Source: an optimization exercise on an open RTL-to-GDS flow (aim: a short achievable clock period and few clock cycles per item). Production flows keep margins and buffers that such runs may drop. Only simulation tests tie the RTL to the original design; equivalence was not proved. No activity file was given, so power comes from the tool's default toggle rates.

v6:
## sorted_set_insert_delete_top
module sorted_set_insert_delete_top
(
  input  wire logic               clk,
  input  wire logic               rst_n,
  input  wire logic               in_valid,
  output logic                    in_stall,
  input  wire logic               in_opcode,
  input  wire logic signed [31:0] in_value,
  output logic                    out_valid,
  input  wire logic               out_stall,
  output logic [1:0]              out_status,
  output logic [3:0]              out_position,
  output logic [4:0]              out_entry_count,
  output logic signed [31:0]      out_smallest
);
  localparam int RES_W = 2 + IDX_W + CNT_W + VAL_W;
  logic [2:0]              occ_r, occ_nxt;
  logic                    stall_r;
  logic                    accept;
  logic                    pop;
  logic                    s1_v;
  logic                    s1_op;
  logic signed [VAL_W-1:0] s1_val;
  logic [NCH-1:0]          ca_lt, ca_eq, ca_lt_r, ca_eq_r;    
  logic [NCH-1:0]          cb_lt, cb_eq, cb_lt_r, cb_eq_r;    
  logic                    a_lq, a_eq, b_lq, b_eq;
  logic                    x_v;
  logic                    x_op;
  logic signed [VAL_W-1:0] x_val;
  logic                    found_r, found_nxt;
  logic [CNT_W-1:0]        count_r, count_nxt, count_up, count_dn;
  logic                    r_v;
  logic [1:0]              r_st, st_c;
  logic [IDX_W-1:0]        r_pos, pos_c;
  logic signed [VAL_W-1:0] val_q    [DEPTH];
  logic [DEPTH-1:0]        held_q;
  logic [DEPTH-1:0]        eq_vec, lq_vec, lt_vec;
  logic [DEPTH-1:0]        rlq_vec, req_vec, c1lq_vec, c1eq_vec;
  logic [DEPTH-1:0]        ltn_vec;
  logic                    full, full_nxt;
  logic                    ins, del, ins_nxt, del_nxt;
  logic [RES_W-1:0]        q_data [QDEPTH];
  logic [QDEPTH-1:0]       q_v;
  logic [RES_W-1:0]        res;
  assign in_stall = stall_r;
  assign accept   = in_valid && !stall_r;
  ...
export LEC_CHECK = 0
export ABC_CLOCK_PERIOD_IN_PS = 1800
export CAP_MARGIN = 20
export CORE_MARGIN = 2
export CORE_UTILIZATION = 60
export SETUP_SLACK_MARGIN = 3.2
export SLEW_MARGIN = 20
create_clock -name core_clock -period 5.2 [get_ports {clk}]
run.sh (not shown) runs the stock make flow with config.mk's settings and CLKGATE_MAP_FILE= SYNTH_SCRIPT=/design/flow/synth_recipe.tcl, a recipe that flattens the netlist after the stock synthesis.
Testbench counts of v6, summed over its fixed seeds: cycles 16,032, items 16,000.
diff inputs: v6 => v7
Settings: CORE_UTILIZATION: 60 -> 40.
--- outcome ---
v7 finished every step from synthesis to the final layout, and the layout passed the timing, DRC and antenna checks. Compared with v6, v7 shows share of the final layout cell area in sequential cells lower by 0.49 points. The slowest cell on the critical path comes out sky130_fd_sc_hd__mux4_2 in one run and sky130_fd_sc_hd__or4_4 in the other, namely in v7 and v6 respectively. As far as synthesized-area fraction occupied by xor and xnor cells goes, v7 and v6 are indistinguishable; the numbers are identical. In v7, the remaining max-slew budget at the tightest pin came out 0.70 points above the value in v6. On flip-flop and latch power, v7 and v6 are basically level. Maximum frequency: v7 and v6 compared, lower one is v6. The starting utilization of the core area of v7 is lower than that of v6. Summary: clock skew, v7 worse than v6. Power after layout: v7 worse than v6.


The RTL this note starts from:
==> flow/design.v <==
`default_nettype none
package sset_pkg;
  localparam int DEPTH = 16;
  localparam int VAL_W = 32;
  localparam int IDX_W = $clog2(DEPTH);
  localparam int CNT_W = $clog2(DEPTH + 1);
  localparam logic OP_INSERT = 1'b0;
  localparam logic OP_DELETE = 1'b1;
  localparam logic [1:0] ST_OK        = 2'd0;
  localparam logic [1:0] ST_NOT_FOUND = 2'd1;
  localparam logic [1:0] ST_FULL      = 2'd2;
  localparam int CAP   = 5;
  localparam int QDEPTH = CAP;
  localparam int CH_W = 8;
  localparam int NCH  = VAL_W / CH_W;
endpackage
`default_nettype wire
`default_nettype none
import sset_pkg::*;
module sset_cell
(
  input  wire logic                    clk,
  input  wire logic                    rst_n,
  input  wire logic                    is_front,
  input  wire logic                    ins,         
  input  wire logic                    del,         
  input  wire logic signed [VAL_W-1:0] nxt_opnd,    
  input  wire logic                    left_lt,
  input  wire logic signed [VAL_W-1:0] left_val,
  input  wire logic                    left_held,
  input  wire logic        [NCH-1:0]   left_c,
  input  wire logic        [NCH-1:0]   left_d,
  input  wire logic signed [VAL_W-1:0] new_val,
  input  wire logic        [NCH-1:0]   new_c,
  input  wire logic        [NCH-1:0]   new_d,
  input  wire logic signed [VAL_W-1:0] right_val,
  input  wire logic                    right_held,
  input  wire logic        [NCH-1:0]   right_c,
  input  wire logic        [NCH-1:0]   right_d,
  output logic signed [VAL_W-1:0]      val_q,
  output logic                         held_q,
  output logic                         eq,          
  output logic                         lq,          
  output logic                         lt,          
  output logic             [NCH-1:0]   c,           
  output logic             [NCH-1:0]   d,
  output logic                         d_all        
);
  logic signed [VAL_W-1:0] val_r, val_nxt;
  logic                    held_r, held_nxt;
  logic [NCH-1:0]          clt_r, ceq_r, clt_nxt, ceq_nxt;
  logic                    rm;
  function automatic logic [CH_W-1:0] flip(input logic [CH_W-1:0] x);
    flip = {~x[CH_W-1], x[CH_W-2:0]};
  endfunction
  always_comb begin
    lq = 1'b0;
    for (int j = 0; j < NCH; j++) lq = clt_r[j] | (ceq_r[j] & lq);
  end
  assign eq = &ceq_r;
  assign lt = lq | (is_front & eq);
  assign rm = held_r & ~lq;
  always_comb begin
    for (int j = 0; j < NCH; j++) begin
      if (j == NCH - 1) begin
        c[j] = held_r & (flip(val_r[j*CH_W +: CH_W]) < flip(nxt_opnd[j*CH_W +: CH_W]));
        d[j] = held_r & (val_r[j*CH_W +: CH_W] == nxt_opnd[j*CH_W +: CH_W]);
      end else begin
        c[j] = val_r[j*CH_W +: CH_W] < nxt_opnd[j*CH_W +: CH_W];
        d[j] = val_r[j*CH_W +: CH_W] == nxt_opnd[j*CH_W +: CH_W];
      end
    end
  end
  assign d_all = &d;
  always_comb begin
    val_nxt  = val_r;
    held_nxt = held_r;
    clt_nxt  = c;
    ceq_nxt  = d;
    if (ins && !lt) begin
      if (left_lt) begin
        val_nxt  = new_val;
        held_nxt = 1'b1;
        clt_nxt  = new_c;
        ceq_nxt  = new_d;
      end else begin
        val_nxt  = left_val;
        held_nxt = left_held;
        clt_nxt  = left_c;
        ceq_nxt  = left_d;
      end
    end else if (del && rm) begin
      val_nxt  = right_val;
      held_nxt = right_held;
      clt_nxt  = right_c;
      ceq_nxt  = right_d;
    end
  end
  always_ff @(posedge clk) begin
    val_r <= val_nxt;
    clt_r <= clt_nxt;
    ceq_r <= ceq_nxt;
  end
  always_ff @(posedge clk) begin
    if (!rst_n) held_r <= 1'b0;
    else        held_r <= held_nxt;
  end
  assign val_q  = val_r;
  assign held_q = held_r;
endmodule
`default_nettype wire
`default_nettype none
import sset_pkg::*;
module sorted_set_insert_delete_top
(
  input  wire logic               clk,
  input  wire logic               rst_n,
  input  wire logic               in_valid,
  output logic                    in_stall,
  input  wire logic               in_opcode,
  input  wire logic signed [31:0] in_value,
  output logic                    out_valid,
  input  wire logic               out_stall,
  output logic [1:0]              out_status,
  output logic [3:0]              out_position,
  output logic [4:0]              out_entry_count,
  output logic signed [31:0]      out_smallest
);
  localparam int RES_W = 2 + IDX_W + CNT_W + VAL_W;
  logic [2:0]              occ_r, occ_nxt;
  logic                    stall_r;
  logic                    accept;
  logic                    pop;
  logic                    s0_v;
  logic                    s0_op;
  logic signed [VAL_W-1:0] s0_val;
  logic                    x_v;
  logic                    x_op;
  logic signed [VAL_W-1:0] x_val;
  logic                    found_r, found_nxt;
  logic [CNT_W-1:0]        count_r, count_nxt;
  logic                    r_v;
  logic [1:0]              r_st, st_c;
  logic [IDX_W-1:0]        r_pos, pos_c;
  logic signed [VAL_W-1:0] val_q    [DEPTH];
  logic [DEPTH-1:0]        held_q;
  logic [DEPTH-1:0]        eq_vec, lq_vec, lt_vec, dall_vec;
  logic [NCH-1:0]          c_vec    [DEPTH];
  logic [NCH-1:0]          d_vec    [DEPTH];
  logic                    full;
  logic                    ins, del;
  logic [NCH-1:0]          new_c, new_d;
  logic                    new_eq;
  logic [RES_W-1:0]        q_data [QDEPTH];
  logic [QDEPTH-1:0]       q_v;
  logic [RES_W-1:0]        res;
  assign in_stall = stall_r;
  assign accept   = in_valid && !stall_r;
  assign pop      = q_v[0] && !out_stall;
  assign full  = held_q[DEPTH-1];
  assign ins   = x_v && (x_op == OP_INSERT) && !full;
  assign del   = x_v && (x_op == OP_DELETE) && found_r;
  always_comb begin
    for (int j = 0; j < NCH; j++) begin
      if (j == NCH - 1)
        new_c[j] = {~x_val[j*CH_W+CH_W-1], x_val[j*CH_W +: CH_W-1]}
                 < {~s0_val[j*CH_W+CH_W-1], s0_val[j*CH_W +: CH_W-1]};
      else
        new_c[j] = x_val[j*CH_W +: CH_W] < s0_val[j*CH_W +: CH_W];
      new_d[j] = x_val[j*CH_W +: CH_W] == s0_val[j*CH_W +: CH_W];
    end
  end
  assign new_eq = &new_d;
  genvar g;
  generate
    for (g = 0; g < DEPTH; g++) begin : g_cell
      logic                    llt, lheld, rheld;
      logic signed [VAL_W-1:0] lv, rv;
      logic [NCH-1:0]          lc, ld, rc, rd;
      if (g == 0) begin : g_front
        assign llt   = 1'b1;
        assign lv    = '0;
        assign lheld = 1'b0;
        assign lc    = '0;
        assign ld    = '0;
      end else begin : g_mid
        assign llt   = lt_vec[g-1];
        assign lv    = val_q[g-1];
        assign lheld = held_q[g-1];
        assign lc    = c_vec[g-1];
        assign ld    = d_vec[g-1];
      end
      if (g == DEPTH - 1) begin : g_back
        assign rv    = '0;
        assign rheld = 1'b0;
        assign rc    = '0;
        assign rd    = '0;
      end else begin : g_inner
        assign rv    = val_q[g+1];
        assign rheld = held_q[g+1];
        assign rc    = c_vec[g+1];
        assign rd    = d_vec[g+1];
      end
      sset_cell u_cell (
        .clk        (clk),
        .rst_n      (rst_n),
        .is_front   (g == 0),
        .ins        (ins),
        .del        (del),
        .nxt_opnd   (s0_val),
        .left_lt    (llt),
        .left_val   (lv),
        .left_held  (lheld),
        .left_c     (lc),
        .left_d     (ld),
        .new_val    (x_val),
        .new_c      (new_c),
        .new_d      (new_d),
        .right_val  (rv),
        .right_held (rheld),
        .right_c    (rc),
        .right_d    (rd),
        .val_q      (val_q[g]),
        .held_q     (held_q[g]),
        .eq         (eq_vec[g]),
        .lq         (lq_vec[g]),
        .lt         (lt_vec[g]),
        .c          (c_vec[g]),
        .d          (d_vec[g]),
        .d_all      (dall_vec[g])
      );
    end
  endgenerate
  always_comb begin
    logic dup;
    dup = 1'b0;
    for (int i = 0; i + 1 < DEPTH; i++) dup = dup | (eq_vec[i] & eq_vec[i+1]);
    if (del && new_eq) found_nxt = dup;
    else               found_nxt = (|dall_vec) | (ins & new_eq);
  end
  function automatic logic [IDX_W-1:0] therm_count(input logic [DEPTH-1:0] t);
    therm_count = '0;
    for (int i = 0; i < DEPTH; i++) if (t[i]) therm_count = IDX_W'(i + 1);
  endfunction
  always_comb begin
    count_nxt = count_r;
    if (ins) count_nxt = count_r + CNT_W'(1);
    if (del) count_nxt = count_r - CNT_W'(1);
    if (x_op == OP_INSERT) begin
      st_c  = full ? ST_FULL : ST_OK;
      pos_c = full ? '0 : therm_count(lt_vec);
    end else begin
      st_c  = found_r ? ST_OK : ST_NOT_FOUND;
      pos_c = found_r ? therm_count(lq_vec) : '0;
    end
  end
  assign res = {r_st, r_pos, count_r, held_q[0] ? val_q[0] : VAL_W'(0)};
  always_comb begin
    occ_nxt = occ_r + 3'(accept) - 3'(pop);
  end
  always_ff @(posedge clk) begin
    if (!rst_n) begin
      occ_r   <= '0;
      stall_r <= 1'b0;
      s0_v    <= 1'b0;
      x_v     <= 1'b0;
      r_v     <= 1'b0;
      count_r <= '0;
    end else begin
      occ_r   <= occ_nxt;
      stall_r <= (occ_nxt >= 3'(CAP));
      s0_v    <= accept;
      x_v     <= s0_v;
      r_v     <= x_v;
      count_r <= count_nxt;
    end
  end
  always_ff @(posedge clk) begin
    s0_op   <= in_opcode;
    s0_val  <= in_value;
    x_op    <= s0_op;
    x_val   <= s0_val;
    found_r <= found_nxt;
    r_st    <= st_c;
    r_pos   <= pos_c;
  end
  always_ff @(posedge clk) begin
    for (int i = 0; i < QDEPTH; i++) begin
      logic nv, pv, wr_np, wr_p;
      nv    = (i + 1 < QDEPTH) ? q_v[(i + 1 < QDEPTH) ? i + 1 : i] : 1'b0;
      pv    = (i > 0) ? q_v[(i > 0) ? i - 1 : 0] : 1'b1;
      wr_np = r_v && !q_v[i] && pv;
      wr_p  = r_v && q_v[i] && !nv;
      if (pop) begin
        if (wr_p)                q_data[i] <= res;
        else if (i + 1 < QDEPTH) q_data[i] <= q_data[(i + 1 < QDEPTH) ? i + 1 : i];
      end else begin
        if (wr_np)               q_data[i] <= res;
      end
      if (!rst_n)   q_v[i] <= 1'b0;
      else if (pop) q_v[i] <= nv | wr_p;
      else          q_v[i] <= q_v[i] | wr_np;
    end
  end
  assign out_valid = q_v[0];
  assign {out_status, out_position, out_entry_count, out_smallest} = q_data[0];
endmodule
`default_nettype wire
==> flow/config.mk <==
export PLATFORM = sky130hd
export DESIGN_NAME = sorted_set_insert_delete_top
export DESIGN_NICKNAME = sorted_set_insert_delete_top
export VERILOG_FILES = /design/flow/design.v
export SDC_FILE = /design/flow/constraint.sdc
export NUM_CORES = 4
export LEC_CHECK = 0
export ABC_CLOCK_PERIOD_IN_PS = 1800
export CAP_MARGIN = 20
export CORE_MARGIN = 2
export CORE_UTILIZATION = 60
export CTS_CLUSTER_DIAMETER = 60
export CTS_CLUSTER_SIZE = 40
export SETUP_SLACK_MARGIN = 3.1
export SLEW_MARGIN = 20
==> flow/constraint.sdc <==
create_clock -name core_clock -period 5.2 [get_ports {clk}]
set_input_delay 1.0400 -clock core_clock [delete_from_list [all_inputs] [get_ports {clk}]]
set_output_delay 1.0400 -clock core_clock [all_outputs]
set_load 0.01 [all_outputs]
The baseline passed the timing, DRC and antenna checks.
Testbench counts at the start, summed over its fixed seeds: cycles 16,032, items 16,000.
Then changed:
CORE_UTILIZATION = 40   (was 60)
CTS_CLUSTER_DIAMETER = default   (was 60)
CTS_CLUSTER_SIZE = default   (was 40)
The changed run went through all stages and came out clean.
Wire length grows by about 3.3%.
Combinational power grows by about 5%.
First-iteration DRC count shrinks by 22%.
Core utilization shrinks by 23 points.
Die area grows by 49%.
Power grows by about 4%.
Final cell count grows by about 9%.
Worst setup slack improves by 0.12 ns.
Area after synthesis stays the same.
Clock-buffer cell count grows by 67.
Synthesized cell count does not change.

afterwards: timing with drivers on the ports:
No port has a modelled driver above. Below, the same layouts with a new extraction and two added sets of constraints. Step 1 (the two cells are an assumption about what drives the block):
set clk [get_ports {clk}]
set_driving_cell -lib_cell sky130_fd_sc_hd__clkbuf_16 $clk
set_driving_cell -lib_cell sky130_fd_sc_hd__buf_2 [delete_from_list [all_inputs] $clk]
Step 2 adds t to the input delays and takes it off the output delays; t is the mean of the earliest and latest rising clock arrival at the registers after step 1. Input paths then give back, and output paths get back, about the clock's delay inside the block. a / b / c = ideal / step 1 / step 2; a / b = the first two.
run | t (ns) | setup WS [ns] | clock arrival spread, ns
v6 | 0.776 | 2.385 / 2.385 / 2.117 | 0.033 / 0.033
v7 | 0.818 | 2.537 / 2.537 / 2.055 | 0.052 / 0.052
the first run of note 2 | 0.754 | 2.535 / 2.535 / 2.460 | 0.037 / 0.037
the second run of note 2 | 0.822 | 2.653 / 2.653 / 2.390 | 0.053 / 0.053
After both steps setup and hold are still met in every run listed. The setup slack of v7, which loses most, moves by 0.000 ns with the drivers and by -0.482 ns with both steps.
